From an optimization exercise on the open Yosys and OpenROAD flow, aimed at small area, a short achievable clock period and few clock cycles per item; shortcuts taken in it are not production practice.
The RTL was checked by simulation tests, not by an equivalence proof against the original design.

Setup of run A:
## pipelined_prime_sieve
module pipelined_prime_sieve (
  input  logic                          clk_i,
  input  logic                          rst_ni,
  input  logic                          in_valid_i,
  output logic                          in_stall_o,
  input  logic [pps_pkg::ValueBits-1:0] in_value_i,
  output logic                          out_valid_o,
  input  logic                          out_stall_i,
  output logic [pps_pkg::ValueBits-1:0] out_prime_value_o,
  output logic                          out_overflow_o
);
  localparam int NS = pps_pkg::NumSlots;
  localparam int T  = pps_pkg::NumTest;
  localparam int G  = NS / T;
  localparam int K  = pps_pkg::InitSteps;
  localparam int NC = (15 + K - 1) / K;    
  localparam int XW = NC * K;              
  localparam int CW = (NC > 1) ? $clog2(NC) : 1;
  localparam bit PreBypass = 1'b1;
  logic [NS-1:0][15:1] inv_q;
  logic [NS-1:0][14:0] lim_q;
  logic [NS-1:0][3:0]  sh_q;
  logic [NS-1:0]       filled_q;    
  logic                pend_q;      
  logic [NS-1:0]       top_slot;    
  ...
clock: 7.0 ns
lec_check: 0
cap_margin: 20
core_margin: 2
core_utilization: 40
cts_buf_list: sky130_fd_sc_hd__clkbuf_4
setup_slack_margin: 2.5
slew_margin: 20
run.sh (not shown) runs the stock make flow with config.mk's settings and CLKGATE_MAP_FILE= SYNTH_SCRIPT=/design/flow/synth_recipe.tcl, a recipe that flattens the netlist after the stock synthesis.
Testbench counts of run A, summed over its fixed seeds: cycles 4,157, items 3,080.
diff inputs: run A => run B
Settings: clearing CTS_BUF_LIST, which used to be sky130_fd_sc_hd__clkbuf_4.
Run B | stages: all done | timing, DRC, antenna: all pass
Run B and run A ended up with roughly the same multi-input combinational area share.
| achievable clock frequency | run B vs run A | ≈ equal |
Run A and run B ended up with roughly the same final period utilization.
Edits applied to the flow inputs when going from run B to run C:
Settings: CTS_BUF_LIST now sky130_fd_sc_hd__clkbuf_8, previously not set.
Run C did not stop at any stage, and its layout met the timing, DRC and antenna checks. Number of sequential cells: run B vs run C identical. In the reports for run B and run C, the larger routed wire length on met2 belongs to run C. Run C gives more routed length on met3 than run B did. Between run B and run C, the worst hold margin figures differ only marginally. Of run B and run C, run B shows the lower number of clock buffer instances in the layout, with run C above it. p_v_q[7]$_DFFE_PN_ as the first element of the critical path was reported by run B, and d_lh_q[17]$_DFF_P_ by run C. Compared with run B, in run C final critical path time including I/O delays and setup saw an increase, length in cells of the worst reg-to-reg path saw an increase, final cell count without fillers saw an increase, average cell area after synthesis saw little to no change. ~same core occupancy in the finished layout in run B and run C.
Setup changes, run C to run D
Settings: an added TNS_END_PERCENT of 5; a deleted CTS_BUF_LIST that had been sky130_fd_sc_hd__clkbuf_8.
==> run notes <==
Run D ends up with lower worst-case setup margin in the final layout than run C does.
The higher relative max-transition margin came out of run D.
Changes observed in run D relative to run C: global-route usage moved down.
Compared with run C, run D shows final cell count that has gone down by a few percent.
Die area came out exactly the same in run C and run D.
Number of antenna violations at the first check in global routing: run D < run C
Number of violations of the max-capacitance limit across run C and run D: no real change.
Row count: run C vs run D identical
Side by side, aggregate routed wire length turned out lower in run D than in run C.

---

Another version of the RTL of pipelined_prime_sieve (not shown whole).
For scale: about 5800 cells after synthesis, roughly 1100 flip-flops, about 0.056 sq mm of cells after synthesis.
clock: 7.0 ns
lec_check: 0
abc_area: 1
cap_margin: 20
core_margin: 2
core_utilization: 40
setup_slack_margin: 2.5
slew_margin: 20
Testbench counts at the start, summed over its fixed seeds: cycles 4,157, items 3,080.
Next try:
--- a/flow/config.mk
+++ b/flow/config.mk
@@ -6,5 +6,4 @@
 export NUM_CORES = 4
 export LEC_CHECK = 0
-export ABC_AREA = 1
 export CAP_MARGIN = 20
 export CORE_MARGIN = 2
Count of clock-buffer cells in the layout went down by 1.
Core utilization went down by 0.50 points.
Sequential share of layout area went down by 0.13 points.
Setup slack is better by 0.067 ns.
Routed wire length went down by 8.9%.
Next try:
--- a/flow/config.mk
+++ b/flow/config.mk
@@ -6,7 +6,9 @@
 export NUM_CORES = 4
 export LEC_CHECK = 0
+export ABC_AREA = 1
 export CAP_MARGIN = 20
 export CORE_MARGIN = 2
-export CORE_UTILIZATION = 40
+export CORE_UTILIZATION = 60
+export PLACE_DENSITY = 0.72
 export SETUP_SLACK_MARGIN = 2.5
 export SLEW_MARGIN = 20
=>
- The changed run passed the timing, DRC and antenna checks
- final area falls slightly
- setup slack got worse by 0.14 ns
- synthesized cell count rises by about a fifth
- core utilization rises by 22 points

---

== build 72 ==
Another version of the RTL of pipelined_prime_sieve (not shown whole).
Size: ~4300 cells after synthesis, roughly 1000 flip-flops.
## pipelined_prime_sieve
module pipelined_prime_sieve (
  input  logic                          clk_i,
  input  logic                          rst_ni,
  input  logic                          in_valid_i,
  output logic                          in_stall_o,
  input  logic [pps_pkg::ValueBits-1:0] in_value_i,
  output logic                          out_valid_o,
  input  logic                          out_stall_i,
  output logic [pps_pkg::ValueBits-1:0] out_prime_value_o,
  output logic                          out_overflow_o
);
Settings: LEC_CHECK=0, CAP_MARGIN=20, CORE_MARGIN=2, CORE_UTILIZATION=40, SETUP_SLACK_MARGIN=3.2, SLEW_MARGIN=20; clock period 7.0 ns.
Testbench counts of build 72, summed over its fixed seeds: cycles 5,085, items 3,080.
diff inputs: build 72 => build 70
- SETUP_SLACK_MARGIN: 3.2 -> 2.5
Notes after the runs:
Build 70 ended with every stage complete and zero timing, DRC or antenna violations.
Compared to build 72, build 70 leaves more free space in the core.
Taking build 72 as the reference, in build 70 cell count shrank by about 3%, clock skew grew by 0.022 ns.
Input-level comparison between build 28 and build 70:
- SETUP_SLACK_MARGIN: 2.5 -> unset
Results
- Build 28 | status: complete | timing, DRC, antenna: pass
- Number of inserted diodes was higher in the run labelled build 28.
- The origin of the worst setup path comes out a_inv_q[1] in one run and i_m_q[6] in the other, namely in build 28 and build 70 respectively.
- Build 28 ended up with d_q_q[15] as its endpoint of the worst setup timing path; build 70 ended up with i_r_q[17].
- Between build 70 and build 28, the global routing usage on met2 figures differ only marginally.
- Final cell area: build 28 below build 70
- Build 28 reports its highest metal layer with signal wires as met5 while build 70 reports met4.
- In build 28 the data required time of the critical path turned out 0.02 ns lower than in build 70.
- Final worst setup slack delta (build 28 − build 70): unfavourable

---

== old ==
pipelined_prime_sieve, a different RTL version from the one above (not shown whole).
Size: about 1000 flip-flops, about 56000 µm² of cells after synthesis.
export LEC_CHECK = 0
export CAP_MARGIN = 20
export CORE_MARGIN = 2
export CORE_UTILIZATION = 40
export SETUP_SLACK_MARGIN = 2.8
export SLEW_MARGIN = 20
create_clock -name core_clock -period 7.0 [get_ports {clk_i}]
Testbench counts of old, summed over its fixed seeds: cycles 4,157, items 3,080.
diff inputs: old => new
- SETUP_SLACK_MARGIN: 2.8 -> 2.5
Notes after the runs:
new ended up with met4 as its uppermost layer routed; old ended up with met5.
Going from old to new, per-cell routed wire length roughly the same, first-pass GRT wire length lower.
Smallest hold slack in new is 0.010 ns lower than in old
new against old: final cell count lost 1.4%; area added between synthesis and finish lost 2.9 points.

-- separate check: timing with driven ports --
How much do the figures lean on ideal ports? The routed layouts below were timed once more, with nothing changed but the port constraints. Step 1 (the two cells are an assumption about what drives the block):
set clk [get_ports {clk_i}]
set_driving_cell -lib_cell sky130_fd_sc_hd__clkbuf_16 $clk
set_driving_cell -lib_cell sky130_fd_sc_hd__buf_2 [delete_from_list [all_inputs] $clk]
Step 2 times the ports against the registers' clock, not the clock port: input delays grow and output delays shrink by t, the midpoint of the rising clock arrivals with the driver on. Slacks: ideal ports / drivers / drivers and shift; pairs: ideal ports / drivers.
run | t, ns | setup slack, ns | worst register clock-pin slew, ns | pins driven straight from the clock port
run A | 1.267 | 2.623 / 2.623 / 2.033 | 0.09 / 0.09 | 1
run B | 0.799 | 2.620 / 2.620 / 2.094 | 0.08 / 0.08 | 1
run C | 0.961 | 2.594 / 2.594 / 2.013 | 0.07 / 0.07 | 1
run D | 0.798 | 2.526 / 2.526 / 2.029 | 0.08 / 0.08 | 1
the first run of note 2 | 0.818 | 2.524 / 2.524 / 2.066 | 0.07 / 0.07 | 1
the second run of note 2 | 0.791 | 2.591 / 2.591 / 2.110 | 0.07 / 0.07 | 1
the third run of note 2 | 0.789 | 2.452 / 2.452 / 1.987 | 0.08 / 0.08 | 1
build 72 | 0.782 | 2.685 / 2.685 / 2.625 | 0.07 / 0.07 | 1
build 70 | 0.751 | 2.575 / 2.575 / 2.082 | 0.07 / 0.07 | 1
build 28 | 0.754 | 1.499 / 1.499 / 1.499 | 0.07 / 0.07 | 1
old | 0.797 | 2.666 / 2.666 / 2.294 | 0.07 / 0.07 | 1
new | 0.797 | 2.560 / 2.560 / 2.143 | 0.07 / 0.07 | 1
After both steps every run listed still meets setup and hold. For run A, which loses most, drivers alone change the setup slack by 0.000 ns; drivers and shift together by -0.590 ns.
